Context: an optimization exercise on an open-source flow, tuned for small area, a short achievable clock period and few clock cycles per item. The choices shown serve that exercise and are no tape-out recipe. Where RTL was checked, it was by simulation tests only, not by an equivalence proof against the original. No functional check of the RTL was part of run 1. No activity file was given, so power comes from the tool's default toggle rates.

### flow/config.mk
export PLATFORM = sky130hd
export DESIGN_NAME = tomasulo_core
export DESIGN_NICKNAME = tomasulo_core
export VERILOG_FILES = /design/flow/design.v
export SDC_FILE = /design/flow/constraint.sdc
export NUM_CORES = 4
export LEC_CHECK = 0
export CAP_MARGIN = 20
export CORE_MARGIN = 2
export CORE_UTILIZATION = 55
export CTS_BUF_LIST = sky130_fd_sc_hd__clkbuf_16
export CTS_CLUSTER_DIAMETER = 120
export CTS_CLUSTER_SIZE = 24
export SETUP_SLACK_MARGIN = 4.0
export SLEW_MARGIN = 20
### flow/constraint.sdc
create_clock -name core_clock -period 9.0 [get_ports {clk}]
set_input_delay 1.8000 -clock core_clock [delete_from_list [all_inputs] [get_ports {clk}]]
set_output_delay 1.8000 -clock core_clock [all_outputs]
set_load 0.01 [all_outputs]
### flow/design.v
package tomasulo_pkg;
  localparam int data_w   = 32;
  localparam int reg_w    = 3;
  localparam int num_regs = 8;
  localparam int op_w     = 3;
  localparam int instr_w  = 12;
  localparam logic [op_w-1:0] op_nop = 3'd0;
  localparam logic [op_w-1:0] op_ld  = 3'd1;
  localparam logic [op_w-1:0] op_st  = 3'd2;
  localparam logic [op_w-1:0] op_add = 3'd3;
  localparam logic [op_w-1:0] op_mul = 3'd4;
endpackage
`timescale 1ns/10ps
module mul_csa_step (
  input  logic [31:0] a,
  input  logic [3:0] one,
  input  logic [3:0] two,
  input  logic [3:0] neg,
  input  logic [31:0] ps,
  input  logic [31:0] pc,
  output logic [31:0] s,
  output logic [31:0] c,
  output logic [0:0] x
);
  logic [31:0] pp0;
  logic [29:0] pp1;
  logic [27:0] pp2;
  logic [25:0] pp3;
  logic t1, t2, t3, t4, t5, t6, t7, t8, t9, t10, t11, t12, t13, t14, t15, t16;
  logic t17, t18, t19, t20, t21, t22, t23, t24, t25, t26, t27, t28, t29, t30, t31, t32;
  logic t33, t34, t35, t36, t37, t38, t39, t40, t41, t42, t43, t44, t45, t46, t47, t48;
  logic t49, t50, t51, t52, t53, t54, t55, t56, t57, t58, t59, t60, t61, t62, t63, t64;
  logic t65, t66, t67, t68, t69, t70, t71, t72, t73, t74, t75, t76, t77, t78, t79, t80;
  logic t81, t82, t83, t84, t85, t86, t87, t88, t89, t90, t91, t92, t93, t94, t95, t96;
  logic t97, t98, t99, t100, t101, t102, t103, t104, t105, t106, t107, t108, t109, t110, t111, t112;
  logic t113, t114, t115, t116, t117, t118, t119, t120, t121, t122, t123, t124, t125, t126, t127, t128;
  logic t129, t130, t131, t132, t133, t134, t135, t136, t137, t138, t139, t140, t141, t142, t143, t144;
  logic t145, t146, t147, t148, t149, t150, t151, t152, t153, t154, t155, t156, t157, t158, t159, t160;
  logic t161, t162, t163, t164, t165, t166, t167, t168, t169, t170, t171, t172, t173, t174, t175, t176;
  logic t177, t178, t179, t180, t181, t182, t183, t184, t185, t186, t187, t188, t189, t190, t191, t192;
  logic t193, t194, t195, t196, t197, t198, t199, t200, t201, t202, t203, t204, t205, t206, t207, t208;
  logic t209, t210, t211, t212;
  assign pp0[0] = (one[0] & a[0]) ^ neg[0];
  assign pp0[1] = ((one[0] & a[1]) | (two[0] & a[0])) ^ neg[0];
  assign pp0[2] = ((one[0] & a[2]) | (two[0] & a[1])) ^ neg[0];
  assign pp0[3] = ((one[0] & a[3]) | (two[0] & a[2])) ^ neg[0];
  assign pp0[4] = ((one[0] & a[4]) | (two[0] & a[3])) ^ neg[0];
  assign pp0[5] = ((one[0] & a[5]) | (two[0] & a[4])) ^ neg[0];
  assign pp0[6] = ((one[0] & a[6]) | (two[0] & a[5])) ^ neg[0];
  assign pp0[7] = ((one[0] & a[7]) | (two[0] & a[6])) ^ neg[0];
  assign pp0[8] = ((one[0] & a[8]) | (two[0] & a[7])) ^ neg[0];
  assign pp0[9] = ((one[0] & a[9]) | (two[0] & a[8])) ^ neg[0];
  assign pp0[10] = ((one[0] & a[10]) | (two[0] & a[9])) ^ neg[0];
  assign pp0[11] = ((one[0] & a[11]) | (two[0] & a[10])) ^ neg[0];
  assign pp0[12] = ((one[0] & a[12]) | (two[0] & a[11])) ^ neg[0];
  assign pp0[13] = ((one[0] & a[13]) | (two[0] & a[12])) ^ neg[0];
  assign pp0[14] = ((one[0] & a[14]) | (two[0] & a[13])) ^ neg[0];
  assign pp0[15] = ((one[0] & a[15]) | (two[0] & a[14])) ^ neg[0];
  assign pp0[16] = ((one[0] & a[16]) | (two[0] & a[15])) ^ neg[0];
  assign pp0[17] = ((one[0] & a[17]) | (two[0] & a[16])) ^ neg[0];
  assign pp0[18] = ((one[0] & a[18]) | (two[0] & a[17])) ^ neg[0];
  assign pp0[19] = ((one[0] & a[19]) | (two[0] & a[18])) ^ neg[0];
  assign pp0[20] = ((one[0] & a[20]) | (two[0] & a[19])) ^ neg[0];
  assign pp0[21] = ((one[0] & a[21]) | (two[0] & a[20])) ^ neg[0];
  assign pp0[22] = ((one[0] & a[22]) | (two[0] & a[21])) ^ neg[0];
  assign pp0[23] = ((one[0] & a[23]) | (two[0] & a[22])) ^ neg[0];
  assign pp0[24] = ((one[0] & a[24]) | (two[0] & a[23])) ^ neg[0];
  assign pp0[25] = ((one[0] & a[25]) | (two[0] & a[24])) ^ neg[0];
  assign pp0[26] = ((one[0] & a[26]) | (two[0] & a[25])) ^ neg[0];
  assign pp0[27] = ((one[0] & a[27]) | (two[0] & a[26])) ^ neg[0];
  assign pp0[28] = ((one[0] & a[28]) | (two[0] & a[27])) ^ neg[0];
  assign pp0[29] = ((one[0] & a[29]) | (two[0] & a[28])) ^ neg[0];
  assign pp0[30] = ((one[0] & a[30]) | (two[0] & a[29])) ^ neg[0];
  assign pp0[31] = ((one[0] & a[31]) | (two[0] & a[30])) ^ neg[0];
  assign pp1[0] = (one[1] & a[0]) ^ neg[1];
  assign pp1[1] = ((one[1] & a[1]) | (two[1] & a[0])) ^ neg[1];
  assign pp1[2] = ((one[1] & a[2]) | (two[1] & a[1])) ^ neg[1];
  assign pp1[3] = ((one[1] & a[3]) | (two[1] & a[2])) ^ neg[1];
  assign pp1[4] = ((one[1] & a[4]) | (two[1] & a[3])) ^ neg[1];
  assign pp1[5] = ((one[1] & a[5]) | (two[1] & a[4])) ^ neg[1];
  assign pp1[6] = ((one[1] & a[6]) | (two[1] & a[5])) ^ neg[1];
  assign pp1[7] = ((one[1] & a[7]) | (two[1] & a[6])) ^ neg[1];
  assign pp1[8] = ((one[1] & a[8]) | (two[1] & a[7])) ^ neg[1];
  assign pp1[9] = ((one[1] & a[9]) | (two[1] & a[8])) ^ neg[1];
  assign pp1[10] = ((one[1] & a[10]) | (two[1] & a[9])) ^ neg[1];
  assign pp1[11] = ((one[1] & a[11]) | (two[1] & a[10])) ^ neg[1];
  assign pp1[12] = ((one[1] & a[12]) | (two[1] & a[11])) ^ neg[1];
  assign pp1[13] = ((one[1] & a[13]) | (two[1] & a[12])) ^ neg[1];
  assign pp1[14] = ((one[1] & a[14]) | (two[1] & a[13])) ^ neg[1];
  assign pp1[15] = ((one[1] & a[15]) | (two[1] & a[14])) ^ neg[1];
  assign pp1[16] = ((one[1] & a[16]) | (two[1] & a[15])) ^ neg[1];
  assign pp1[17] = ((one[1] & a[17]) | (two[1] & a[16])) ^ neg[1];
  assign pp1[18] = ((one[1] & a[18]) | (two[1] & a[17])) ^ neg[1];
  assign pp1[19] = ((one[1] & a[19]) | (two[1] & a[18])) ^ neg[1];
  assign pp1[20] = ((one[1] & a[20]) | (two[1] & a[19])) ^ neg[1];
  assign pp1[21] = ((one[1] & a[21]) | (two[1] & a[20])) ^ neg[1];
  assign pp1[22] = ((one[1] & a[22]) | (two[1] & a[21])) ^ neg[1];
  assign pp1[23] = ((one[1] & a[23]) | (two[1] & a[22])) ^ neg[1];
  assign pp1[24] = ((one[1] & a[24]) | (two[1] & a[23])) ^ neg[1];
  assign pp1[25] = ((one[1] & a[25]) | (two[1] & a[24])) ^ neg[1];
  assign pp1[26] = ((one[1] & a[26]) | (two[1] & a[25])) ^ neg[1];
  assign pp1[27] = ((one[1] & a[27]) | (two[1] & a[26])) ^ neg[1];
  assign pp1[28] = ((one[1] & a[28]) | (two[1] & a[27])) ^ neg[1];
  assign pp1[29] = ((one[1] & a[29]) | (two[1] & a[28])) ^ neg[1];
  assign pp2[0] = (one[2] & a[0]) ^ neg[2];
  assign pp2[1] = ((one[2] & a[1]) | (two[2] & a[0])) ^ neg[2];
  assign pp2[2] = ((one[2] & a[2]) | (two[2] & a[1])) ^ neg[2];
  assign pp2[3] = ((one[2] & a[3]) | (two[2] & a[2])) ^ neg[2];
  assign pp2[4] = ((one[2] & a[4]) | (two[2] & a[3])) ^ neg[2];
  assign pp2[5] = ((one[2] & a[5]) | (two[2] & a[4])) ^ neg[2];
  assign pp2[6] = ((one[2] & a[6]) | (two[2] & a[5])) ^ neg[2];
  assign pp2[7] = ((one[2] & a[7]) | (two[2] & a[6])) ^ neg[2];
  assign pp2[8] = ((one[2] & a[8]) | (two[2] & a[7])) ^ neg[2];
  assign pp2[9] = ((one[2] & a[9]) | (two[2] & a[8])) ^ neg[2];
  assign pp2[10] = ((one[2] & a[10]) | (two[2] & a[9])) ^ neg[2];
  assign pp2[11] = ((one[2] & a[11]) | (two[2] & a[10])) ^ neg[2];
  assign pp2[12] = ((one[2] & a[12]) | (two[2] & a[11])) ^ neg[2];
  assign pp2[13] = ((one[2] & a[13]) | (two[2] & a[12])) ^ neg[2];
  assign pp2[14] = ((one[2] & a[14]) | (two[2] & a[13])) ^ neg[2];
  assign pp2[15] = ((one[2] & a[15]) | (two[2] & a[14])) ^ neg[2];
  assign pp2[16] = ((one[2] & a[16]) | (two[2] & a[15])) ^ neg[2];
  assign pp2[17] = ((one[2] & a[17]) | (two[2] & a[16])) ^ neg[2];
  assign pp2[18] = ((one[2] & a[18]) | (two[2] & a[17])) ^ neg[2];
  assign pp2[19] = ((one[2] & a[19]) | (two[2] & a[18])) ^ neg[2];
  assign pp2[20] = ((one[2] & a[20]) | (two[2] & a[19])) ^ neg[2];
  assign pp2[21] = ((one[2] & a[21]) | (two[2] & a[20])) ^ neg[2];
  assign pp2[22] = ((one[2] & a[22]) | (two[2] & a[21])) ^ neg[2];
  assign pp2[23] = ((one[2] & a[23]) | (two[2] & a[22])) ^ neg[2];
  assign pp2[24] = ((one[2] & a[24]) | (two[2] & a[23])) ^ neg[2];
  assign pp2[25] = ((one[2] & a[25]) | (two[2] & a[24])) ^ neg[2];
  assign pp2[26] = ((one[2] & a[26]) | (two[2] & a[25])) ^ neg[2];
  assign pp2[27] = ((one[2] & a[27]) | (two[2] & a[26])) ^ neg[2];
  assign pp3[0] = (one[3] & a[0]) ^ neg[3];
  assign pp3[1] = ((one[3] & a[1]) | (two[3] & a[0])) ^ neg[3];
  assign pp3[2] = ((one[3] & a[2]) | (two[3] & a[1])) ^ neg[3];
  assign pp3[3] = ((one[3] & a[3]) | (two[3] & a[2])) ^ neg[3];
  assign pp3[4] = ((one[3] & a[4]) | (two[3] & a[3])) ^ neg[3];
  assign pp3[5] = ((one[3] & a[5]) | (two[3] & a[4])) ^ neg[3];
  assign pp3[6] = ((one[3] & a[6]) | (two[3] & a[5])) ^ neg[3];
  assign pp3[7] = ((one[3] & a[7]) | (two[3] & a[6])) ^ neg[3];
  assign pp3[8] = ((one[3] & a[8]) | (two[3] & a[7])) ^ neg[3];
  assign pp3[9] = ((one[3] & a[9]) | (two[3] & a[8])) ^ neg[3];
  assign pp3[10] = ((one[3] & a[10]) | (two[3] & a[9])) ^ neg[3];
  assign pp3[11] = ((one[3] & a[11]) | (two[3] & a[10])) ^ neg[3];
  assign pp3[12] = ((one[3] & a[12]) | (two[3] & a[11])) ^ neg[3];
  assign pp3[13] = ((one[3] & a[13]) | (two[3] & a[12])) ^ neg[3];
  assign pp3[14] = ((one[3] & a[14]) | (two[3] & a[13])) ^ neg[3];
  assign pp3[15] = ((one[3] & a[15]) | (two[3] & a[14])) ^ neg[3];
  assign pp3[16] = ((one[3] & a[16]) | (two[3] & a[15])) ^ neg[3];
  assign pp3[17] = ((one[3] & a[17]) | (two[3] & a[16])) ^ neg[3];
  assign pp3[18] = ((one[3] & a[18]) | (two[3] & a[17])) ^ neg[3];
  assign pp3[19] = ((one[3] & a[19]) | (two[3] & a[18])) ^ neg[3];
  assign pp3[20] = ((one[3] & a[20]) | (two[3] & a[19])) ^ neg[3];
  assign pp3[21] = ((one[3] & a[21]) | (two[3] & a[20])) ^ neg[3];
  assign pp3[22] = ((one[3] & a[22]) | (two[3] & a[21])) ^ neg[3];
  assign pp3[23] = ((one[3] & a[23]) | (two[3] & a[22])) ^ neg[3];
  assign pp3[24] = ((one[3] & a[24]) | (two[3] & a[23])) ^ neg[3];
  assign pp3[25] = ((one[3] & a[25]) | (two[3] & a[24])) ^ neg[3];
  assign t1 = pp0[6] ^ pp1[4];
  assign t2 = pp0[6] & pp1[4];
  assign t3 = pp0[7] ^ pp1[5];
  assign t4 = pp0[7] & pp1[5];
  assign t5 = pp0[8] ^ pp1[6] ^ pp2[4];
  assign t6 = (pp0[8] & pp1[6]) | (pp0[8] & pp2[4]) | (pp1[6] & pp2[4]);
  assign t7 = pp3[2] ^ ps[0];
  assign t8 = pp3[2] & ps[0];
  assign t9 = pp0[9] ^ pp1[7] ^ pp2[5];
  assign t10 = (pp0[9] & pp1[7]) | (pp0[9] & pp2[5]) | (pp1[7] & pp2[5]);
  assign t11 = pp3[3] ^ ps[1] ^ pc[1];
  assign t12 = (pp3[3] & ps[1]) | (pp3[3] & pc[1]) | (ps[1] & pc[1]);
  assign t13 = pp0[10] ^ pp1[8] ^ pp2[6];
  assign t14 = (pp0[10] & pp1[8]) | (pp0[10] & pp2[6]) | (pp1[8] & pp2[6]);
  assign t15 = pp3[4] ^ ps[2] ^ pc[2];
  assign t16 = (pp3[4] & ps[2]) | (pp3[4] & pc[2]) | (ps[2] & pc[2]);
  assign t17 = pp0[11] ^ pp1[9] ^ pp2[7];
  assign t18 = (pp0[11] & pp1[9]) | (pp0[11] & pp2[7]) | (pp1[9] & pp2[7]);
  assign t19 = pp3[5] ^ ps[3] ^ pc[3];
  assign t20 = (pp3[5] & ps[3]) | (pp3[5] & pc[3]) | (ps[3] & pc[3]);
  assign t21 = pp0[12] ^ pp1[10] ^ pp2[8];
  assign t22 = (pp0[12] & pp1[10]) | (pp0[12] & pp2[8]) | (pp1[10] & pp2[8]);
  assign t23 = pp3[6] ^ ps[4] ^ pc[4];
  assign t24 = (pp3[6] & ps[4]) | (pp3[6] & pc[4]) | (ps[4] & pc[4]);
  assign t25 = pp0[13] ^ pp1[11] ^ pp2[9];
  assign t26 = (pp0[13] & pp1[11]) | (pp0[13] & pp2[9]) | (pp1[11] & pp2[9]);
  assign t27 = pp3[7] ^ ps[5] ^ pc[5];
  assign t28 = (pp3[7] & ps[5]) | (pp3[7] & pc[5]) | (ps[5] & pc[5]);
  assign t29 = pp0[14] ^ pp1[12] ^ pp2[10];
  assign t30 = (pp0[14] & pp1[12]) | (pp0[14] & pp2[10]) | (pp1[12] & pp2[10]);
  assign t31 = pp3[8] ^ ps[6] ^ pc[6];
  assign t32 = (pp3[8] & ps[6]) | (pp3[8] & pc[6]) | (ps[6] & pc[6]);
  assign t33 = pp0[15] ^ pp1[13] ^ pp2[11];
  assign t34 = (pp0[15] & pp1[13]) | (pp0[15] & pp2[11]) | (pp1[13] & pp2[11]);
  assign t35 = pp3[9] ^ ps[7] ^ pc[7];
  assign t36 = (pp3[9] & ps[7]) | (pp3[9] & pc[7]) | (ps[7] & pc[7]);
  assign t37 = pp0[16] ^ pp1[14] ^ pp2[12];
  assign t38 = (pp0[16] & pp1[14]) | (pp0[16] & pp2[12]) | (pp1[14] & pp2[12]);
  assign t39 = pp3[10] ^ ps[8] ^ pc[8];
  assign t40 = (pp3[10] & ps[8]) | (pp3[10] & pc[8]) | (ps[8] & pc[8]);
  assign t41 = pp0[17] ^ pp1[15] ^ pp2[13];
  assign t42 = (pp0[17] & pp1[15]) | (pp0[17] & pp2[13]) | (pp1[15] & pp2[13]);
  assign t43 = pp3[11] ^ ps[9] ^ pc[9];
  assign t44 = (pp3[11] & ps[9]) | (pp3[11] & pc[9]) | (ps[9] & pc[9]);
  assign t45 = pp0[18] ^ pp1[16] ^ pp2[14];
  assign t46 = (pp0[18] & pp1[16]) | (pp0[18] & pp2[14]) | (pp1[16] & pp2[14]);
  assign t47 = pp3[12] ^ ps[10] ^ pc[10];
  assign t48 = (pp3[12] & ps[10]) | (pp3[12] & pc[10]) | (ps[10] & pc[10]);
  assign t49 = pp0[19] ^ pp1[17] ^ pp2[15];
  assign t50 = (pp0[19] & pp1[17]) | (pp0[19] & pp2[15]) | (pp1[17] & pp2[15]);
  assign t51 = pp3[13] ^ ps[11] ^ pc[11];
  assign t52 = (pp3[13] & ps[11]) | (pp3[13] & pc[11]) | (ps[11] & pc[11]);
  assign t53 = pp0[20] ^ pp1[18] ^ pp2[16];
  assign t54 = (pp0[20] & pp1[18]) | (pp0[20] & pp2[16]) | (pp1[18] & pp2[16]);
  assign t55 = pp3[14] ^ ps[12] ^ pc[12];
  assign t56 = (pp3[14] & ps[12]) | (pp3[14] & pc[12]) | (ps[12] & pc[12]);
  assign t57 = pp0[21] ^ pp1[19] ^ pp2[17];
  assign t58 = (pp0[21] & pp1[19]) | (pp0[21] & pp2[17]) | (pp1[19] & pp2[17]);
  assign t59 = pp3[15] ^ ps[13] ^ pc[13];
  assign t60 = (pp3[15] & ps[13]) | (pp3[15] & pc[13]) | (ps[13] & pc[13]);
  assign t61 = pp0[22] ^ pp1[20] ^ pp2[18];
  assign t62 = (pp0[22] & pp1[20]) | (pp0[22] & pp2[18]) | (pp1[20] & pp2[18]);
  assign t63 = pp3[16] ^ ps[14] ^ pc[14];
  assign t64 = (pp3[16] & ps[14]) | (pp3[16] & pc[14]) | (ps[14] & pc[14]);
  assign t65 = pp0[23] ^ pp1[21] ^ pp2[19];
  assign t66 = (pp0[23] & pp1[21]) | (pp0[23] & pp2[19]) | (pp1[21] & pp2[19]);
  assign t67 = pp3[17] ^ ps[15] ^ pc[15];
  assign t68 = (pp3[17] & ps[15]) | (pp3[17] & pc[15]) | (ps[15] & pc[15]);
  assign t69 = pp0[24] ^ pp1[22] ^ pp2[20];
  assign t70 = (pp0[24] & pp1[22]) | (pp0[24] & pp2[20]) | (pp1[22] & pp2[20]);
  assign t71 = pp3[18] ^ ps[16] ^ pc[16];
  assign t72 = (pp3[18] & ps[16]) | (pp3[18] & pc[16]) | (ps[16] & pc[16]);
  assign t73 = pp0[25] ^ pp1[23] ^ pp2[21];
  assign t74 = (pp0[25] & pp1[23]) | (pp0[25] & pp2[21]) | (pp1[23] & pp2[21]);
  assign t75 = pp3[19] ^ ps[17] ^ pc[17];
  assign t76 = (pp3[19] & ps[17]) | (pp3[19] & pc[17]) | (ps[17] & pc[17]);
  assign t77 = pp0[26] ^ pp1[24] ^ pp2[22];
  assign t78 = (pp0[26] & pp1[24]) | (pp0[26] & pp2[22]) | (pp1[24] & pp2[22]);
  assign t79 = pp3[20] ^ ps[18] ^ pc[18];
  assign t80 = (pp3[20] & ps[18]) | (pp3[20] & pc[18]) | (ps[18] & pc[18]);
  assign t81 = pp0[27] ^ pp1[25] ^ pp2[23];
  assign t82 = (pp0[27] & pp1[25]) | (pp0[27] & pp2[23]) | (pp1[25] & pp2[23]);
  assign t83 = pp3[21] ^ ps[19] ^ pc[19];
  assign t84 = (pp3[21] & ps[19]) | (pp3[21] & pc[19]) | (ps[19] & pc[19]);
  assign t85 = pp0[28] ^ pp1[26] ^ pp2[24];
  assign t86 = (pp0[28] & pp1[26]) | (pp0[28] & pp2[24]) | (pp1[26] & pp2[24]);
  assign t87 = pp3[22] ^ ps[20] ^ pc[20];
  assign t88 = (pp3[22] & ps[20]) | (pp3[22] & pc[20]) | (ps[20] & pc[20]);
  assign t89 = pp0[29] ^ pp1[27] ^ pp2[25];
  assign t90 = (pp0[29] & pp1[27]) | (pp0[29] & pp2[25]) | (pp1[27] & pp2[25]);
  assign t91 = pp3[23] ^ ps[21] ^ pc[21];
  assign t92 = (pp3[23] & ps[21]) | (pp3[23] & pc[21]) | (ps[21] & pc[21]);
  assign t93 = pp0[30] ^ pp1[28] ^ pp2[26];
  assign t94 = (pp0[30] & pp1[28]) | (pp0[30] & pp2[26]) | (pp1[28] & pp2[26]);
  assign t95 = pp3[24] ^ ps[22] ^ pc[22];
  assign t96 = (pp3[24] & ps[22]) | (pp3[24] & pc[22]) | (ps[22] & pc[22]);
  assign t97 = pp0[31] ^ pp1[29] ^ pp2[27];
  assign t98 = pp3[25] ^ ps[23] ^ pc[23];
  assign t99 = pp0[4] ^ pp1[2];
  assign t100 = pp0[4] & pp1[2];
  assign t101 = pp0[5] ^ pp1[3];
  assign t102 = pp0[5] & pp1[3];
  assign t103 = t1 ^ pp2[2] ^ pp3[0];
  assign t104 = (t1 & pp2[2]) | (t1 & pp3[0]) | (pp2[2] & pp3[0]);
  assign t105 = t3 ^ pp2[3] ^ pp3[1];
  assign t106 = (t3 & pp2[3]) | (t3 & pp3[1]) | (pp2[3] & pp3[1]);
  assign t107 = t5 ^ t7 ^ pc[0];
  assign t108 = (t5 & t7) | (t5 & pc[0]) | (t7 & pc[0]);
  assign t109 = t9 ^ t11 ^ t6;
  assign t110 = (t9 & t11) | (t9 & t6) | (t11 & t6);
  assign t111 = t13 ^ t15 ^ t10;
  assign t112 = (t13 & t15) | (t13 & t10) | (t15 & t10);
  assign t113 = t17 ^ t19 ^ t14;
  assign t114 = (t17 & t19) | (t17 & t14) | (t19 & t14);
  assign t115 = t21 ^ t23 ^ t18;
  assign t116 = (t21 & t23) | (t21 & t18) | (t23 & t18);
  assign t117 = t25 ^ t27 ^ t22;
  assign t118 = (t25 & t27) | (t25 & t22) | (t27 & t22);
  assign t119 = t29 ^ t31 ^ t26;
  assign t120 = (t29 & t31) | (t29 & t26) | (t31 & t26);
  assign t121 = t33 ^ t35 ^ t30;
  assign t122 = (t33 & t35) | (t33 & t30) | (t35 & t30);
  assign t123 = t37 ^ t39 ^ t34;
  assign t124 = (t37 & t39) | (t37 & t34) | (t39 & t34);
  assign t125 = t41 ^ t43 ^ t38;
  assign t126 = (t41 & t43) | (t41 & t38) | (t43 & t38);
  assign t127 = t45 ^ t47 ^ t42;
  assign t128 = (t45 & t47) | (t45 & t42) | (t47 & t42);
  assign t129 = t49 ^ t51 ^ t46;
  assign t130 = (t49 & t51) | (t49 & t46) | (t51 & t46);
  assign t131 = t53 ^ t55 ^ t50;
  assign t132 = (t53 & t55) | (t53 & t50) | (t55 & t50);
  assign t133 = t57 ^ t59 ^ t54;
  assign t134 = (t57 & t59) | (t57 & t54) | (t59 & t54);
  assign t135 = t61 ^ t63 ^ t58;
  assign t136 = (t61 & t63) | (t61 & t58) | (t63 & t58);
  assign t137 = t65 ^ t67 ^ t62;
  assign t138 = (t65 & t67) | (t65 & t62) | (t67 & t62);
  assign t139 = t69 ^ t71 ^ t66;
  assign t140 = (t69 & t71) | (t69 & t66) | (t71 & t66);
  assign t141 = t73 ^ t75 ^ t70;
  assign t142 = (t73 & t75) | (t73 & t70) | (t75 & t70);
  assign t143 = t77 ^ t79 ^ t74;
  assign t144 = (t77 & t79) | (t77 & t74) | (t79 & t74);
  assign t145 = t81 ^ t83 ^ t78;
  assign t146 = (t81 & t83) | (t81 & t78) | (t83 & t78);
  assign t147 = t85 ^ t87 ^ t82;
  assign t148 = (t85 & t87) | (t85 & t82) | (t87 & t82);
  assign t149 = t89 ^ t91 ^ t86;
  assign t150 = (t89 & t91) | (t89 & t86) | (t91 & t86);
  assign t151 = t93 ^ t95 ^ t90;
  assign t152 = (t93 & t95) | (t93 & t90) | (t95 & t90);
  assign t153 = t97 ^ t98 ^ t94;
  assign t154 = pp0[2] ^ pp1[0];
  assign t155 = pp0[2] & pp1[0];
  assign t156 = pp0[3] ^ pp1[1];
  assign t157 = pp0[3] & pp1[1];
  assign t158 = t99 ^ pp2[0] ^ neg[2];
  assign t159 = (t99 & pp2[0]) | (t99 & neg[2]) | (pp2[0] & neg[2]);
  assign t160 = t101 ^ pp2[1] ^ t100;
  assign t161 = (t101 & pp2[1]) | (t101 & t100) | (pp2[1] & t100);
  assign t162 = t103 ^ neg[3] ^ t102;
  assign t163 = (t103 & neg[3]) | (t103 & t102) | (neg[3] & t102);
  assign t164 = t105 ^ t2 ^ t104;
  assign t165 = (t105 & t2) | (t105 & t104) | (t2 & t104);
  assign t166 = t107 ^ t4 ^ t106;
  assign t167 = (t107 & t4) | (t107 & t106) | (t4 & t106);
  assign t168 = t109 ^ t8 ^ t108;
  assign t169 = (t109 & t8) | (t109 & t108) | (t8 & t108);
  assign t170 = t111 ^ t12 ^ t110;
  assign t171 = (t111 & t12) | (t111 & t110) | (t12 & t110);
  assign t172 = t113 ^ t16 ^ t112;
  assign t173 = (t113 & t16) | (t113 & t112) | (t16 & t112);
  assign t174 = t115 ^ t20 ^ t114;
  assign t175 = (t115 & t20) | (t115 & t114) | (t20 & t114);
  assign t176 = t117 ^ t24 ^ t116;
  assign t177 = (t117 & t24) | (t117 & t116) | (t24 & t116);
  assign t178 = t119 ^ t28 ^ t118;
  assign t179 = (t119 & t28) | (t119 & t118) | (t28 & t118);
  assign t180 = t121 ^ t32 ^ t120;
  assign t181 = (t121 & t32) | (t121 & t120) | (t32 & t120);
  assign t182 = t123 ^ t36 ^ t122;
  assign t183 = (t123 & t36) | (t123 & t122) | (t36 & t122);
  assign t184 = t125 ^ t40 ^ t124;
  assign t185 = (t125 & t40) | (t125 & t124) | (t40 & t124);
  assign t186 = t127 ^ t44 ^ t126;
  assign t187 = (t127 & t44) | (t127 & t126) | (t44 & t126);
  assign t188 = t129 ^ t48 ^ t128;
  assign t189 = (t129 & t48) | (t129 & t128) | (t48 & t128);
  assign t190 = t131 ^ t52 ^ t130;
  assign t191 = (t131 & t52) | (t131 & t130) | (t52 & t130);
  assign t192 = t133 ^ t56 ^ t132;
  assign t193 = (t133 & t56) | (t133 & t132) | (t56 & t132);
  assign t194 = t135 ^ t60 ^ t134;
  assign t195 = (t135 & t60) | (t135 & t134) | (t60 & t134);
  assign t196 = t137 ^ t64 ^ t136;
  assign t197 = (t137 & t64) | (t137 & t136) | (t64 & t136);
  assign t198 = t139 ^ t68 ^ t138;
  assign t199 = (t139 & t68) | (t139 & t138) | (t68 & t138);
  assign t200 = t141 ^ t72 ^ t140;
  assign t201 = (t141 & t72) | (t141 & t140) | (t72 & t140);
  assign t202 = t143 ^ t76 ^ t142;
  assign t203 = (t143 & t76) | (t143 & t142) | (t76 & t142);
  assign t204 = t145 ^ t80 ^ t144;
  assign t205 = (t145 & t80) | (t145 & t144) | (t80 & t144);
  assign t206 = t147 ^ t84 ^ t146;
  assign t207 = (t147 & t84) | (t147 & t146) | (t84 & t146);
  assign t208 = t149 ^ t88 ^ t148;
  assign t209 = (t149 & t88) | (t149 & t148) | (t88 & t148);
  assign t210 = t151 ^ t92 ^ t150;
  assign t211 = (t151 & t92) | (t151 & t150) | (t92 & t150);
  assign t212 = t153 ^ t96;
  assign s[0] = pp0[0];
  assign c[0] = neg[0];
  assign s[1] = pp0[1];
  assign c[1] = 1'b0;
  assign s[2] = t154;
  assign c[2] = neg[1];
  assign s[3] = t156;
  assign c[3] = t155;
  assign s[4] = t158;
  assign c[4] = t157;
  assign s[5] = t160;
  assign c[5] = t159;
  assign s[6] = t162;
  assign c[6] = t161;
  assign s[7] = t164;
  assign c[7] = t163;
  assign s[8] = t166;
  assign c[8] = t165;
  assign s[9] = t168;
  assign c[9] = t167;
  assign s[10] = t170;
  assign c[10] = t169;
  assign s[11] = t172;
  assign c[11] = t171;
  assign s[12] = t174;
  assign c[12] = t173;
  assign s[13] = t176;
  assign c[13] = t175;
  assign s[14] = t178;
  assign c[14] = t177;
  assign s[15] = t180;
  assign c[15] = t179;
  assign s[16] = t182;
  assign c[16] = t181;
  assign s[17] = t184;
  assign c[17] = t183;
  assign s[18] = t186;
  assign c[18] = t185;
  assign s[19] = t188;
  assign c[19] = t187;
  assign s[20] = t190;
  assign c[20] = t189;
  assign s[21] = t192;
  assign c[21] = t191;
  assign s[22] = t194;
  assign c[22] = t193;
  assign s[23] = t196;
  assign c[23] = t195;
  assign s[24] = t198;
  assign c[24] = t197;
  assign s[25] = t200;
  assign c[25] = t199;
  assign s[26] = t202;
  assign c[26] = t201;
  assign s[27] = t204;
  assign c[27] = t203;
  assign s[28] = t206;
  assign c[28] = t205;
  assign s[29] = t208;
  assign c[29] = t207;
  assign s[30] = t210;
  assign c[30] = t209;
  assign s[31] = t212;
  assign c[31] = t152;
  assign x[0] = t211;
endmodule
`timescale 1ns/10ps
module tomasulo_core (
  input  logic                             clk,
  input  logic                             rst,
  input  logic                             instr_req,
  input  logic [tomasulo_pkg::instr_w-1:0] instr,
  input  logic [tomasulo_pkg::reg_w-1:0]   dbg_addr,
  output logic                             instr_ack,
  output logic [tomasulo_pkg::data_w-1:0]  dbg_data,
  output logic                             dbg_busy,
  output logic                             wb_valid,
  output logic [tomasulo_pkg::reg_w-1:0]   wb_dest,
  output logic [tomasulo_pkg::data_w-1:0]  wb_data
);
  localparam int Q = 5;
  logic [Q-1:0] q_v;
  logic [Q-1:0] q_mul;
  logic [2:0]   q_dest [Q];
  logic [2:0]   q_sa   [Q];
  logic [2:0]   q_sb   [Q];
  logic [2:0] step;
  logic [31:0] ps;
  logic [31:0] pc;
  logic [0:0] px;
  logic [0:0] nx;
  logic [31:0] regs [1:7];
  logic [3:0] b_one;
  logic [3:0] b_two;
  logic [3:0] b_neg;
  logic [2:0]  op;
  logic [2:0]  i_dest;
  logic [2:0]  i_sa;
  logic [2:0]  i_sb;
  logic        i_add;
  logic        i_mul;
  logic        i_alu;
  logic        accept;
  logic        push;
  logic        pop;
  logic        mstep;
  logic        mlast;
  logic [31:0] rd_a;
  logic [31:0] rd_b;
  logic [31:0] sum;
  logic [31:0] ns;
  logic [31:0] nc;
  logic [31:0] wd_hi;
  logic [8:0] nd;
  logic [8:0] dsel;
  logic [2:0]  nh_sa;
  logic [2:0]  nh_sb;
  logic [8:0] pf;
  logic [8:0] pfd;
  assign {op, i_dest, i_sa, i_sb} = instr;
  assign i_add = (op == tomasulo_pkg::op_add);
  assign i_mul = (op == tomasulo_pkg::op_mul);
  assign i_alu = i_add || i_mul;
  assign mstep = q_v[0] && q_mul[0] && (step != 3'd4);
  assign pop   = q_v[0] && !mstep;
  assign mlast = q_v[0] && q_mul[0] && (step == 3'd3);
  assign accept = instr_req && !instr_ack && (!i_alu || !q_v[Q-1] || pop);
  assign push   = accept && i_alu;
  always_ff @(posedge clk) begin
    if (rst) begin
      instr_ack <= 1'b0;
    end else if (accept) begin
      instr_ack <= 1'b1;
    end else if (!instr_req) begin
      instr_ack <= 1'b0;
    end
  end
  logic [Q-1:0] q_here;
  logic [Q:0]   q_vx;
  assign q_vx = {1'b0, q_v};
  always_comb begin
    for (int i = 0; i < Q; i++) begin
      if (pop) begin
        q_here[i] = push && q_vx[i] && !q_vx[i + 1];
      end else begin
        q_here[i] = push && !q_vx[i] && ((i == 0) || q_vx[(i + Q) % (Q + 1)]);
      end
    end
  end
  always_ff @(posedge clk) begin
    if (rst) begin
      q_v  <= '0;
      step <= '0;
    end else begin
      for (int i = 0; i < Q; i++) begin
        q_v[i] <= (pop ? q_vx[i + 1] : q_v[i]) || q_here[i];
      end
      if (pop) begin
        step <= '0;
      end else if (mstep) begin
        step <= step + 1'b1;
      end
    end
  end
  always_ff @(posedge clk) begin
    for (int i = 0; i < Q; i++) begin
      if (q_here[i]) begin
        q_mul[i]  <= i_mul;
        q_dest[i] <= i_dest;
        q_sa[i]   <= i_sa;
        q_sb[i]   <= i_sb;
      end else if (pop && (i + 1 < Q)) begin
        q_mul[i]  <= q_mul[(i + 1) % Q];
        q_dest[i] <= q_dest[(i + 1) % Q];
        q_sa[i]   <= q_sa[(i + 1) % Q];
        q_sb[i]   <= q_sb[(i + 1) % Q];
      end else if ((i == 0) && mlast) begin
        q_sa[i] <= 3'd0;
        q_sb[i] <= 3'd0;
      end
    end
  end
  always_comb begin
    rd_a = {ps[31] ^ (^px), ps[30:0]};
    rd_b = pc;
    for (int k = 1; k < 8; k++) begin
      if (q_sa[0] == 3'(k)) rd_a = regs[k];
      if (q_sb[0] == 3'(k)) rd_b = regs[k];
    end
  end
  assign sum = rd_a + rd_b;
  always_comb begin
    case (step)
      3'd0: nd = {rd_b[23:16], rd_b[15]};
      3'd1: nd = {rd_b[15:8], rd_b[7]};
      3'd2: nd = {rd_b[7:0], 1'b0};
      default: nd = '0;
    endcase
  end
  assign nh_sa = (pop && q_v[1 % Q] && (Q > 1)) ? q_sa[1 % Q] : i_sa;
  assign nh_sb = (pop && q_v[1 % Q] && (Q > 1)) ? q_sb[1 % Q] : i_sb;
  always_comb begin
    pf = '0;
    for (int k = 1; k < 8; k++) begin
      if (nh_sb == 3'(k)) pf = regs[k][31:23];
    end
    if (pop && (q_dest[0] == nh_sb) && (nh_sb != 3'd0)) pf = sum[31:23];
  end
  assign pfd = {pf[8:1], pf[0]};
  always_comb begin
    if (mstep) begin
      dsel = ((q_sa[0] == 3'd0) || (q_sb[0] == 3'd0)) ? '0 : nd;
    end else begin
      dsel = ((nh_sa == 3'd0) || (nh_sb == 3'd0)) ? '0 : pfd;
      dsel[8:9] = '0;
    end
  end
  always_ff @(posedge clk) begin
    for (int i = 0; i < 4; i++) begin
      b_one[i] <= dsel[2 * i + 1] ^ dsel[2 * i];
      b_two[i] <= (dsel[2 * i + 2] & ~dsel[2 * i + 1] & ~dsel[2 * i]) |
                  (~dsel[2 * i + 2] & dsel[2 * i + 1] & dsel[2 * i]);
      b_neg[i] <= dsel[2 * i + 2];
    end
  end
  mul_csa_step csa_inst (.a(rd_a), .one(b_one), .two(b_two), .neg(b_neg),
                         .ps(ps), .pc(pc), .s(ns), .c(nc), .x(nx));
  always_ff @(posedge clk) begin
    if (rst || !mstep) begin
      ps <= '0;
      pc <= '0;
      px <= '0;
    end else begin
      ps <= ns;
      pc <= nc;
      px <= nx;
    end
  end
  assign wd_hi = rst ? 32'd0 : sum;
  always_ff @(posedge clk) begin
    for (int k = 1; k < 8; k++) begin
      if (rst || (pop && (q_dest[0] == 3'(k)))) begin
        regs[k] <= {wd_hi[31:3], rst ? 3'(k) : sum[2:0]};
      end
    end
  end
  always_ff @(posedge clk) begin
    if (rst) begin
      wb_valid <= 1'b0;
    end else begin
      wb_valid <= pop;
    end
    wb_dest <= q_dest[0];
    wb_data <= sum;
  end
  always_comb begin
    dbg_data = '0;
    for (int k = 1; k < 8; k++) begin
      if (dbg_addr == 3'(k)) dbg_data = regs[k];
    end
  end
  always_comb begin
    dbg_busy = wb_valid && (wb_dest == dbg_addr);
    for (int i = 0; i < Q; i++) begin
      if (q_v[i] && (q_dest[i] == dbg_addr)) dbg_busy = 1'b1;
    end
    if (dbg_addr == 3'd0) dbg_busy = 1'b0;
  end
endmodule
### flow/run.sh
#!/bin/bash
# synth_recipe.tcl (not shown) runs the flow's synth.tcl, then flattens the netlist and writes it again
# the make line also repeats each setting of config.mk as NAME=value (left out here)
make -C /OpenROAD-flow-scripts/flow DESIGN_CONFIG=/design/flow/config.mk WORK_HOME=/design/flow/orfs CLKGATE_MAP_FILE= SYNTH_SCRIPT=/design/flow/synth_recipe.tcl finish
==> impl_metrics.yaml, run 1 <==
sta:
  fmax_ghz: 0.1997
  fin_crit_ps: 5007
  worst_pin_slew_ps: 1116
  rsz0062_at_grt: "true"
  setup_violations: 0
  slew_violations: 0
  timing.final.ws_setup_ps: 3993
  worst_slew_margin_rel_pct: 25.58
  min_period_over_period_pct: 55.63
  fin_tns_setup_ps: 0
  fin_worst_skew_ps: 35.01
  finalHoldViolCount: 0
min_path:
  worst_hold_path_type: "reg -> reg"
global_route:
  antenna_found_initial: 1
  grt_usage_pct: 33.33
  gr-total-overflow: 0
  grt_pass1_wl_mm: 116.3
  grt_pass1_vias: 17590
  grt_max_degree: 55
setup_path:
  crit_chain: "buf_16 > bufbuf_16 > buf_4 > mux2_2 > a221oi_2 > a21oi_1 > buf_2"
  critPathKind: "in -> out"
  startpoint_type: "input port"
  cp_max_fo: 8
  cp_num_buf_inv: 4
  cp_slowest_cell: "mux2_2"
  end_kind: "output pin"
  cpPeakStageDelay_ps: 350
  cp_top_family: "buffers and inverters"
  cp.arrival_ps: 3210
  worstPathRequired_ps: 7200
status:
  status: "no timing/DRC/antenna violations"
routing:
  wl_per_cell_um: 29.67
  drt-total-wl_mm: 78.84
  routed-via-count: 17780
  final_antenna_net_count: 0
  drt_pre_antenna_iters: 5
  drt_iter0_markers: 1822
  route.detailed.drc: 0
  via_per_inst: 6.691
yosys:
  yosys_warnings: 8
  ys_types: 78
  synth_commonest_cells: "edfxtp_1 (274), mux4_2 (157), inv_1 (141)"
  synthCells: 2006
  synthArstFlopShare_pct: 0
  syn_area_um2: 25270
  synth_fp_nets: 2164
  ys_seq_area_share_pct: 42.14
  synth.area.top_cells: "edfxtp_1 (33%), mux4_2 (14%), dfxtp_1 (9.6%), fa_1 (7.6%), mux2_2 (5.7%)"
  yosys.area.top_type: "edfxtp_1"
  synth_top_flop_cell: "edfxtp_1"
  synth_top_area_share_pct: 32.56
  post_synth.cell_area_avg_um2: 12.60
  yosysMostFrequentCell: "edfxtp_1"
  synth-seq-cells: 395
  synth-edff-count: 274
cts:
  cts.sinks: 395
  clk_pin_slew_worst_paths_ps: 100
  cts_tree: "built"
  htree_levels: 1
  cts_hold_buf: 0
  clkLatencyLatePin_ps: 580
  clock_path_buffers: 3
  clockRootBuffer: "clkbuf_16"
  cts_buffers: 20
power_and_ir_drop:
  ir_worst_vdd_mv: 0.2143
  p_int_mw: 4.284
  powerDensity_nw_per_um2: 248.7
  p_sw_mw: 2.679
  p_leak_nw: 10.35
  p_seq_share_pct: 38.1
  combPwrFrac_pct: 47.4
  switching_share_pct: 38.47
  power_frac_clock_pct: 14.6
die:
  io_pins: 88
  dieArea_um2: 47680
  fp.dieH_um: 218.4
  rows: 78
  start_util_pct: 55.69
  coreArea_um2: 45380
  die_width_um: 218.4
job:
  cap_violations: 0
placed_design:
  place_inst: 2587
  portBuffers: 87
  place_hpwl_mm: 51.89
  dp_slack_ps: 2828
  gp_congestion: 0.9348
layout:
  instances_no_fill: 2657
  finalNetCount: 2200
  syn2layout_area_growth_pct: 10.79
  layout-drive-gt1-share_pct: 22.13
## registers in the layout (all words and copies together) (netlist names)
signal,count
b_neg,4
b_one,4
b_two,4
instr_ack,1
pc,31
ps,32
px,1
q_dest,15
q_mul,5
q_sa,15
q_sb,15
q_v,5
regs,224
step,3
wb_data,32
wb_dest,3
wb_valid,1
## layout by cell type (no fill, tap or decap), types with 16 or more instances in the layout
cell,count
a21oi_1,67
a221oi_1,16
a22oi_1,135
and2_1,59
buf_4,48
clkbuf_16,21
clkdlybuf4s50_1,51
dfxtp_1,119
dlygate4sd2_1,21
edfxtp_1,274
fa_1,96
ha_1,44
inv_1,154
mux2_2,127
mux4_2,157
nand2_1,104
nand3_1,20
nor2_1,50
nor2b_1,28
o21ai_0,43
xnor2_1,126
xor2_1,45
## final cells by class
type,instances,area (µm²)
diodes,1,2.502
clock buffers,20,500.5
clock inverters,16,81.33
fillers,3585,17380
inverters,143,536.8
multi-input cells,1324,13700
flip-flops and latches,395,10650
well taps,600,750.7
repair buffers,158,1772
## worst min-delay path: cells and delay by family (launching register included)
family,cells,cell delay [ps]
AO/OA/AOI/OAI,1,50
flip-flops,1,360
AND/OR/NAND/NOR,1,70
## per-layer routing
layer  global-route usage (%)  up-vias  part of all wire (%)
met4                    9.433        2                   3.2
met1                    49.19     9231                    43
met5                        0        -                 0.016
li1                         -     7537                     -
met3                    4.287      123                   7.9
met2                    52.10      886                    46
## power by group through the flow
stage	sequential (mW)	combinational (mW)	clock, mW
after floorplan	2.58	2.13	0
after global placement	2.67	3.15	0
after detailed placement	2.68	3.18	0
after CTS	2.64	3.23	1.03
after global routing	2.68	3.59	1.08
final	2.65	3.30	1.01
## repair_timing
item / in CTS / in global routing
buffers inserted: 19 / 4
endpoints found under the hold margin: 0 / 0
endpoints found under the setup margin: 157 / 109
pin swaps: 2 / 5
cloned: 9 / 1
gates resized for setup: 99 / 38
## path summary, 6_finish.rpt
kind / start / end / slack (ps) / depth (start not counted)
worst min register to register: step[1] / step[1] / 520 / 2
worst max-delay path: dbg_addr[2] / dbg_data[11] / 3990 / 7
worst min-delay path: step[1] / step[1] / 520 / 2
worst max register to register: q_sa[0][0] / b_two[0] / 4160 / 15
## cells by family (layout without fill, tap and decap cells)
family / Yosys count / after routing / synth area share (%)
and+or+nand+nor: 331 / 331 / 6.630
other: 0 / 1 / 0
AOI/OAI and AO/OA: 379 / 379 / 10.53
muxes: 300 / 300 / 20.50
DFF: 395 / 395 / 42.14
buffers and inverters: 287 / 337 / 4.382
xor gates and xnor gates: 174 / 174 / 6.031
adders and majority gates: 140 / 140 / 9.784
## stage by stage
step | total power, mW | hold slack, ps | cell area (µm²) | utilization (%)
2_1_floorplan | 4.710 | 346.2 | 25270 | -
3_3_place_gp | 5.816 | 480.4 | 26620 | 58.66
3_5_place_dp | 5.860 | 499.5 | 26620 | 58.66
4_1_cts | 6.899 | 513.4 | 27840 | 61.35
5_1_grt | 7.352 | 531.2 | 28000 | 61.69
6_report | 6.963 | 518.6 | 28000 | 61.70
==> run 2: changes to the inputs <==
--- a/flow/design.v
+++ b/flow/design.v
@@ -582,7 +582,6 @@
       dsel = ((q_sa[0] == 3'd0) || (q_sb[0] == 3'd0)) ? '0 : nd;
     end else begin
       dsel = ((nh_sa == 3'd0) || (nh_sb == 3'd0)) ? '0 : pfd;
-      dsel[8:9] = '0;
     end
   end
   always_ff @(posedge clk) begin
==> impl_metrics.yaml, run 2 <==
die:
  die_width_um: 218.9
  coreArea_um2: 45480
  dieArea_um2: 47920
  start_util_pct: 55.85
  rows: 78
  fp.dieH_um: 218.9
  io_pins: 88
routing:
  wl_per_cell_um: 31.30
  routed-via-count: 19520
  drt_pre_antenna_iters: 6
  via_per_inst: 6.861
  route.detailed.drc: 0
  drt_iter0_markers: 2923
  final_antenna_net_count: 0
  drt-total-wl_mm: 89.06
sta:
  fin_crit_ps: 5122
  rsz0062_at_grt: "true"
  finalHoldViolCount: 0
  fin_tns_setup_ps: 0
  fin_worst_skew_ps: 30.96
  worst_pin_slew_ps: 1168
  worst_slew_margin_rel_pct: 22.16
  slew_violations: 0
  fmax_ghz: 0.1952
  min_period_over_period_pct: 56.91
  setup_violations: 0
setup_path:
  cp.arrival_ps: 3320
  cp_max_fo: 6
  worstPathRequired_ps: 7200
  critPathKind: "in -> out"
  startpoint_type: "input port"
  end_kind: "output pin"
placed_design:
  place_inst: 2745
  place_hpwl_mm: 58.44
  gp_congestion: 0.9486
  dpl-instance-area_um2: 26770
  portBuffers: 87
global_route:
  grt_usage_pct: 37.19
  antenna_found_initial: 7
  grt_max_degree: 44
  grt_pass1_wl_mm: 128.9
  gr-total-overflow: 0
  grt_pass1_vias: 19030
yosys:
  post_synth.cell_area_avg_um2: 11.71
  yosys_warnings: 5
  synth_fp_nets: 2327
  synthArstFlopShare_pct: 0
  synth_top_area_share_pct: 32.39
  synth-edff-count: 274
  synth.area.top_cells: "edfxtp_1 (32%), mux4_2 (11%), dfxtp_1 (9.5%), fa_1 (7.6%), a22oi_1 (5.1%)"
  synth-seq-cells: 395
  ys_types: 80
  yosys.area.top_type: "edfxtp_1"
  synthCells: 2169
  synth_top_flop_cell: "edfxtp_1"
  synth_commonest_cells: "edfxtp_1 (274), nand2_1 (215), a22oi_1 (173)"
  ys_seq_area_share_pct: 41.93
  yosysMostFrequentCell: "edfxtp_1"
  syn_area_um2: 25400
layout:
  reg.largest.list: "regs (224), ps (32), wb_data (32)"
  stdcell_area_um2: 28750
  final_common_cell: "edfxtp_1"
  layout_common_cells: "edfxtp_1 (274), nand2_1 (213), a22oi_1 (173)"
  largest_reg_flops: 224
  top_register: "regs"
  instances_no_fill: 2845
  layout-drive-gt1-share_pct: 21.49
  finalNetCount: 2387
  syn2layout_area_growth_pct: 13.17
power_and_ir_drop:
  ir_worst_vdd_mv: 0.2516
  power_mw: 8.252
  powerDensity_nw_per_um2: 287.0
  p_leak_nw: 10.91
cts:
  clock_path_buffers: 3
  cts_buffers: 20
  cts_hold_buf: 0
  clkLatencyLatePin_ps: 580
  htree_levels: 1
  clockRootBuffer: "clkbuf_16"
  cts.sinks: 395
  cts_tree: "built"
  clk_pin_slew_worst_paths_ps: 100
min_path:
  worst_hold_path_type: "reg -> reg"
status:
  status: "no timing/DRC/antenna violations"
job:
  cap_violations: 0
run 2: changes by cell type after synthesis, sizes merged, moves of 8 or more:
cell	change
mux2i	+21
nand2	+111
mux4	-37
a21o	+8
a22o	+18
a22oi	+38
and2	+9
a21oi	-19
inv	-12
mux2	-33
nor2	+21
nand3	+26
run 2: layout make-up:
type | count | area, µm²
Tap cell | 600 | 750.7
Antenna cell | 2 | 5.005
Sequential cell | 395 | 10660
Clock buffer | 21 | 525.5
Inverter | 132 | 508.0
Clock inverter | 15 | 68.82
Multi-Input combinational cell | 1493 | 14030
Fill cell | 3647 | 16730
Timing Repair Buffer | 187 | 2205
run 2: worst paths after layout:
check / startpoint / end / slack, ps / cells after the start
max: dbg_addr[2] / dbg_data[5] / 3880 / 13
max reg2reg: q_sa[0][0] / b_two[3] / 3990 / 15
min: step[1] / step[1] / 530 / 2
min reg2reg: step[1] / step[1] / 530 / 2
run 2: kinds of logic (layout without fill, tap and decap cells):
kind of cell / after synthesis / count (layout) / synth area share [%]
AND/OR/NAND/NOR: 509 / 509 / 9.590
AO/OA/AOI/OAI: 421 / 421 / 12.05
flip-flops: 395 / 395 / 41.93
buffers and inverters: 281 / 355 / 4.330
multiplexers: 251 / 251 / 16.44
XOR/XNOR: 172 / 172 / 5.930
adder cells (fa/ha/maj): 140 / 140 / 9.733
other: 0 / 2 / 0
run 2: timing repair:
action | CTS | global route
setup endpoints to repair | 177 | 91
pin swaps | 18 | 14
buffers inserted | 39 | 10
gates cloned | 11 | 1
resized for setup | 204 | 80
run 2: per-layer routing:
layer	vias to the layer above	wire length (µm)	global-route usage [%]
li1	8119	-	-
met1	9909	34730	52.38
met2	1289	40390	57.92
met3	199	10720	8.011
met4	4	3210	11.55
met5	-	21	0
run 2: where the power goes:
part / total, mW / internal [mW] / switching [mW]
clock: 1.06 / 0.430 / 0.625
combinational: 4.37 / 1.95 / 2.42
sequential: 2.83 / 2.45 / 0.376
run 2: critical path, stage by stage:
cell     delay (ps)
buf_12          100
buf_12          130
buf_16          140
buf_6           110
buf_12          120
nor2_4          160
buf_12          140
buf_16          130
buf_6            90
a22o_1          120
nand2_1          50
nand3_1          80
buf_2           130
run 2: metrics by stage:
stage,utilization (%),worst slack (ps),hold slack [ps]
after floorplan,-,4010,342.7
after global placement,58.76,2519,497.0
after detailed placement,58.85,2567,507.4
after CTS,62.39,3831,522.6
after global routing,63.20,3824,548.9
final,63.21,3878,531.4
Testbench counts of run 2, summed over its fixed seeds: cycles 10,091, instrs 4,800.
==> run 3: changes to the inputs <==
--- a/flow/config.mk
+++ b/flow/config.mk
@@ -11,5 +11,5 @@
 export CTS_BUF_LIST = sky130_fd_sc_hd__clkbuf_16
 export CTS_CLUSTER_DIAMETER = 120
 export CTS_CLUSTER_SIZE = 24
-export SETUP_SLACK_MARGIN = 4.0
+export SETUP_SLACK_MARGIN = 3.7
 export SLEW_MARGIN = 20
==> impl_metrics.yaml, run 3 <==
die:
  fp.dieH_um: 218.9
  io_pins: 88
  dieArea_um2: 47920
  rows: 78
  coreArea_um2: 45480
  start_util_pct: 55.85
  die_width_um: 218.9
yosys:
  synth_top_flop_cell: "edfxtp_1"
  yosys.area.top_type: "edfxtp_1"
  synth-edff-count: 274
  synth_top_area_share_pct: 32.39
  syn_area_um2: 25400
  ys_types: 80
  synthArstFlopShare_pct: 0
  yosysMostFrequentCell: "edfxtp_1"
  ys_seq_area_share_pct: 41.93
  post_synth.cell_area_avg_um2: 11.71
  synth_commonest_cells: "edfxtp_1 (274), nand2_1 (215), a22oi_1 (173)"
  synthCells: 2169
  synth-seq-cells: 395
  synth_fp_nets: 2327
  yosys_warnings: 5
  synth.area.top_cells: "edfxtp_1 (32%), mux4_2 (11%), dfxtp_1 (9.5%), fa_1 (7.6%), a22oi_1 (5.1%)"
power_and_ir_drop:
  power_mw: 8.168
  powerDensity_nw_per_um2: 290.1
  p_sw_mw: 3.367
  ir_worst_vdd_mv: 0.2630
  p_leak_nw: 10.76
  combPwrFrac_pct: 53.2
  p_seq_share_pct: 34.0
  p_int_mw: 4.801
  power_frac_clock_pct: 12.9
  switching_share_pct: 41.22
routing:
  route.detailed.drc: 0
  drt-total-wl_mm: 86.69
  drt_iter0_markers: 2894
  final_antenna_net_count: 0
  wl_per_cell_um: 30.73
  via_per_inst: 6.877
  routed-via-count: 19400
  drt_pre_antenna_iters: 6
setup_path:
  end_kind: "output pin"
  cp_max_fo: 12
  cp.arrival_ps: 3610
  critPathKind: "in -> out"
  startpoint_type: "input port"
  r2r_setup_slack_ps: 3910
  worstPathRequired_ps: 7200
sta:
  hold_ws_ps: 529.4
  fin_crit_ps: 5405
  fin_tns_setup_ps: 0
  fmax_ghz: 0.1850
  finalHoldViolCount: 0
  rsz0062_at_grt: "true"
  fin_worst_skew_ps: 29.43
  worst_slew_margin_rel_pct: 30.91
  setup_violations: 0
  timing.final.ws_setup_ps: 3595
  worst_pin_slew_ps: 1034
  slew_violations: 0
  min_period_over_period_pct: 60.06
cts:
  clk_pin_slew_worst_paths_ps: 100
  clockRootBuffer: "clkbuf_16"
  clkLatencyLatePin_ps: 580
  cts_buffers: 20
  cts.sinks: 395
  cts_tree: "built"
  clock_path_buffers: 3
  htree_levels: 1
global_route:
  grt_max_degree: 60
  grt_pass1_wl_mm: 125.5
  grt_pass1_vias: 18680
  antenna_found_initial: 5
  grt_usage_pct: 36.00
  gr-total-overflow: 0
placed_design:
  dp_slack_ps: 2539
  portBuffers: 87
  gp_congestion: 0.9347
  place_hpwl_mm: 58.16
layout:
  layout_common_cells: "edfxtp_1 (274), nand2_1 (215), a22oi_1 (173)"
  layout-drive-gt1-share_pct: 17.13
  top_register: "regs"
  finalNetCount: 2362
  final_common_cell: "edfxtp_1"
  largest_reg_flops: 224
  reg.largest.list: "regs (224), ps (32), wb_data (32)"
  n_fill_cell: 3671
  syn2layout_area_growth_pct: 10.83
  regArea_um2: 10660
  final_util_pct: 61.90
  multi_input_comb_area_um2: 13800
job:
  cap_violations: 0
min_path:
  worst_hold_path_type: "reg -> reg"
status:
  status: "no timing/DRC/antenna violations"
==> run 3: cell counts after synthesis <==
Identical to the previous run, type by type.
==> run 3: critical path, cell delays in order <==
cell and delay [ps]:
clkbuf_4 200, buf_12 190, nor3b_4 290, buf_12 240, a22oi_1 110, nand3_1 190
clkdlybuf4s50_1 580
==> run 3: cells by family (layout without fill, tap and decap cells) <==
kind of cell	Yosys count	count (layout)	share of synthesized area (%)
AND/OR/NAND/NOR	509	509	9.590
adder cells (fa/ha/maj)	140	140	9.733
AO/OA/AOI/OAI	421	421	12.05
other	0	3	0
XOR/XNOR	172	172	5.930
flip-flops	395	395	41.93
buffers and inverters	281	330	4.330
multiplexers	251	251	16.44
==> run 3: routing by layer <==
layer	track usage (%)	vias to the layer above	wire length, µm	share of wire, %
met5	0	-	8	0.0092
met4	11.22	2	2880	3.3
met3	8.718	189	10520	12
met2	53.87	1300	38170	44
met1	51.96	9847	35110	41
li1	-	8061	-	-
==> run 3: final timing paths <==
kind	start	depth (start not counted)	end
setup reg to reg	q_sa[0][1]	14	b_two[2]
hold / removal	q_v[3]	2	q_v[2]
setup / recovery	dbg_addr[1]	7	dbg_data[3]
hold reg to reg	q_v[3]	2	q_v[2]
==> run 3: power by group through the flow <==
stage / clock, mW / combinational, mW / sequential [mW]
floorplan: 0 / 2.88 / 2.68
global placement: 0 / 4.19 / 2.78
detailed placement: 0 / 4.24 / 2.80
CTS: 1.06 / 4.30 / 2.76
global route: 1.13 / 4.80 / 2.81
finish: 1.05 / 4.34 / 2.77
==> run 3: final cells by class <==
type                    count  share of cell area, %
multi-input cells        1493                  49.01
diodes                      3                0.02667
clock inverters            14                 0.2133
clock buffers              22                  1.956
well taps                 600                  2.667
flip-flops and latches    395                  37.85
repair buffers            162                  6.498
inverters                 132                  1.778
==> run 3: what timing repair did <==
| item | 4_1_cts | 5_1_grt |
|---|---|---|
| pin swaps | 4 | 1 |
| gates cloned | 4 | 5 |
| hold buffers | 0 | 0 |
| setup buffers | 12 | 9 |
| resized for setup | 51 | 44 |
| hold endpoints to repair | 0 | 0 |
| setup endpoints to repair | 128 | 126 |
==> run 3: stage by stage <==
step                      instances  instance area [µm²]
after CTS                      2804                27800
after floorplan                2169                25400
after global placement         2751                26760
final                          2821                28150
after global routing           2818                28140
after detailed placement       2752                26780

[port drivers added, routing unchanged]
The results above use ideal ports. As a check the final layouts listed here were re-extracted and re-timed, cells and wires unchanged. Step 1, drivers: a clkbuf_16 drives clk and a buf_2 each remaining input, both assumed. Step 2 moves the port delays by t, midway between the first and last clock arrival at a register: inputs arrive t later, outputs are due t later. That takes back most of the time a late clock gives input paths. Three values: no drivers, after step 1, after step 2; two values: the first two.
run	shift t [ns]	slack for setup (ns)	clock arrival spread, ns	slew at the worst register clock pin (ns)
run 1	0.625	3.993 / 3.795 / 3.728	0.035 / 0.035	0.11 / 0.11
run 2	0.623	3.878 / 3.833 / 3.610	0.031 / 0.031	0.12 / 0.12
run 3	0.623	3.595 / 3.575 / 3.575	0.031 / 0.031	0.11 / 0.11
After both steps setup and hold are still met in every run listed. For run 2, which loses most, drivers alone change the setup slack by -0.045 ns; drivers and shift together by -0.268 ns.
